This design comes from an exercise in tuning for small area, a short achievable clock period and few clock cycles on the open sky130 flow, not from production work. Function was checked by simulation only, so behaviour that the tests miss may differ from the original. No activity file was given, so power comes from the tool's default toggle rates.

run A:
## alu_apb_top
module alu_apb_top #(
	parameter int data_width = alu_pkg::data_width,
	parameter int mem_depth  = bus_map_pkg::mem_depth
) (
	input  logic                   clk,
	input  logic                   rst_n,
	input  logic                   psel,
	input  logic                   penable,
	input  logic                   pwrite,
	input  bus_map_pkg::apb_addr_t paddr,
	input  alu_pkg::alu_word_t     pwdata,
	output alu_pkg::alu_word_t     prdata,
	output logic                   pready,
	output logic                   pslverr
);
	alu_pkg::alu_word_t op_a;
	alu_pkg::alu_word_t op_b;
	alu_pkg::alu_op_t   op_code;
	alu_pkg::alu_word_t alu_product;
	alu_pkg::alu_word_t alu_other;
	logic               alu_is_mul;
	logic                 mem_wr;
	logic [8:0]           mem_waddr;
	alu_pkg::alu_word_t   mem_wdata;
	logic [3:0][7:0]      mem_rdata;
	apb_regs i_regs (
		.clk       (clk),
		.rst_n     (rst_n),
		.psel      (psel),
		.penable   (penable),
		.pwrite    (pwrite),
		.paddr     (paddr),
		.pwdata    (pwdata),
		.prdata    (prdata),
		.pready    (pready),
		.pslverr   (pslverr),
		.op_a      (op_a),
		.op_b      (op_b),
		.op_code   (op_code),
		.alu_product(alu_product),
		.alu_other (alu_other),
		.alu_is_mul(alu_is_mul),
		.mem_wr    (mem_wr),
		.mem_waddr (mem_waddr),
		.mem_wdata (mem_wdata),
		.mem_rdata (mem_rdata)
	);
	word_ram #(
		.mem_depth(mem_depth)
	) i_ram (
		.clk     (clk),
		.addr    (paddr[8:0]),
		.wr_addr (mem_waddr),
		.wr_en   (mem_wr),
		.wdata   (mem_wdata),
		.rdata   (mem_rdata)
	);
	alu_core #(
		.data_width(data_width)
	) i_alu (
		.op_a   (op_a),
  ...
Size in the first run: ~8200 cells after synthesis, about 4200 flip-flops, about 33 I/O pins, ~0.17 mm2 of cells after synthesis.
make LEC_CHECK=0 CAP_MARGIN=20 CORE_MARGIN=2 CORE_UTILIZATION=55 CTS_CLUSTER_DIAMETER=80 CTS_CLUSTER_SIZE=22 SETUP_SLACK_MARGIN=4.6 SLEW_MARGIN=20 finish   # period 8.0 ns
run.sh (not shown) runs the stock make flow with config.mk's settings and CLKGATE_MAP_FILE= SYNTH_SCRIPT=/design/flow/synth_recipe.tcl, a recipe that flattens the netlist after the stock synthesis.
Testbench counts of run A, summed over its fixed seeds: cycles 48,000.
Input changes introduced in run B (baseline for comparison: run A):
# run A
export LEC_CHECK = 0
export CAP_MARGIN = 20
export CORE_MARGIN = 2
export CORE_UTILIZATION = 55
export CTS_CLUSTER_DIAMETER = 80
export CTS_CLUSTER_SIZE = 22
export SETUP_SLACK_MARGIN = 4.6
export SLEW_MARGIN = 20
create_clock -name core_clock -period 8.0 [get_ports {clk}]
# run B
export LEC_CHECK = 0
export CAP_MARGIN = 20
export CORE_MARGIN = 2
export CORE_UTILIZATION = 62
export CTS_CLUSTER_DIAMETER = 80
export CTS_CLUSTER_SIZE = 22
export SETUP_SLACK_MARGIN = 4.6
export SLEW_MARGIN = 20
create_clock -name core_clock -period 8.0 [get_ports {clk}]
==> results.txt <==
- Changes observed in run B relative to run A: least setup slack across all paths after layout moved down, critical path buffer and inverter count increased by 1 relative to the old numbers, switching part of the total went down by 0.27 points.
- Between run B and run A, the fraction of standard cell area in multi-input logic does not differ in any meaningful way.
- Run B has post-route minimum period above what run A had.
- Run B contains more vias than run A.
- On detailed route wirelength on metal3: between run A and run B, it ends up higher for run B.
The following lists how run C was set up differently from run B:
# run B
export LEC_CHECK = 0
export CAP_MARGIN = 20
export CORE_MARGIN = 2
export CORE_UTILIZATION = 62
export CTS_CLUSTER_DIAMETER = 80
export CTS_CLUSTER_SIZE = 22
export SETUP_SLACK_MARGIN = 4.6
export SLEW_MARGIN = 20
create_clock -name core_clock -period 8.0 [get_ports {clk}]
# run C
export LEC_CHECK = 0
export CAP_MARGIN = 20
export CORE_MARGIN = 2
export CORE_UTILIZATION = 55
export CTS_CLUSTER_DIAMETER = 90
export CTS_CLUSTER_SIZE = 26
export SETUP_SLACK_MARGIN = 4.6
export SLEW_MARGIN = 20
create_clock -name core_clock -period 8.0 [get_ports {clk}]
==> results.txt <==
Routed length on met1 grows slightly when moving from run B to run C.
Re clock sink count: no difference whatsoever between run C and run B.
Compared with run B, in run C average wire per cell in the routed design shrank by about 2.8%; worst slack at placement now larger.
Sort run B and run C by slew of the pin with the lowest slew margin, descending, and run B comes first.
Looking at worst hold slack after final layout, run C sits 33 ps higher than run B does.
Delta (run C minus run B): first-iteration DRC count shows a reduction of about 7%; shortest period the worst path allows shows an increase of 48 ps.
diff inputs: run C => run D
# run C
export LEC_CHECK = 0
export CAP_MARGIN = 20
export CORE_MARGIN = 2
export CORE_UTILIZATION = 55
export CTS_CLUSTER_DIAMETER = 90
export CTS_CLUSTER_SIZE = 26
export SETUP_SLACK_MARGIN = 4.6
export SLEW_MARGIN = 20
create_clock -name core_clock -period 8.0 [get_ports {clk}]
# run D
export LEC_CHECK = 0
export CAP_MARGIN = 20
export CORE_MARGIN = 2
export CORE_UTILIZATION = 55
export SETUP_SLACK_MARGIN = 4.6
export SLEW_MARGIN = 20
create_clock -name core_clock -period 8.0 [get_ports {clk}]
[summary]
- Looking at the reports, run D completed the entire flow and the layout it produced met the timing, DRC and antenna checks.
- Lower worst hold slack among run D and run C: run C
- Run D vs. run C: combinational group share of total power shows a reduction of 1.2 points; buffer and inverter count on the worst path shows an increase of 1; final non-filler cell total shows an increase of 529.
- Lower number of logic stages on the critical path including buffering goes to run D over run C.
- After detailed routing, run C needs less wire than run D.
- Compared to run C, run D has routed wirelength normalized by instance count 1.1 um lower.
- Going from run C to run D, post-synthesis average cell area held, delay of the slowest critical-path stage went up 130 ps, global router's overall resource usage went up 0.60 points.
- In run D the total power after layout turned out 23% higher than in run C.

## separate check: timing with driven ports
No port has a modelled driver above. Below, the same layouts with a new extraction and two added sets of constraints.
Step 1 sets driving cells, clkbuf_16 on the clock port and buf_2 on the other inputs (assumed; they add their load-dependent delay and slew).
Step 2 moves the port delays by t, midway between the first and last clock arrival at a register: inputs arrive t later, outputs are due t later. That takes back most of the time a late clock gives input paths.
Slacks: no drivers / after step 1 / after step 2; pairs: no drivers / after step 1.
run | t, ns | setup slack, ns | worst hold slack (ns) | latest minus earliest clock arrival (ns)
run A | 1.034 | 4.452 / 4.231 / 3.196 | 0.581 / 0.581 / 0.581 | 0.066 / 0.065
run B | 1.019 | 4.367 / 4.195 / 3.176 | 0.552 / 0.552 / 0.552 | 0.049 / 0.050
run C | 1.012 | 4.320 / 4.155 / 3.143 | 0.585 / 0.585 / 0.585 | 0.058 / 0.058
run D | 1.060 | 4.334 / 4.114 / 3.054 | 0.594 / 0.594 / 0.594 | 0.056 / 0.056
After both steps setup and hold are still met in every run listed. For run D, which loses most, drivers alone change the setup slack by -0.220 ns; drivers and shift together by -1.280 ns.
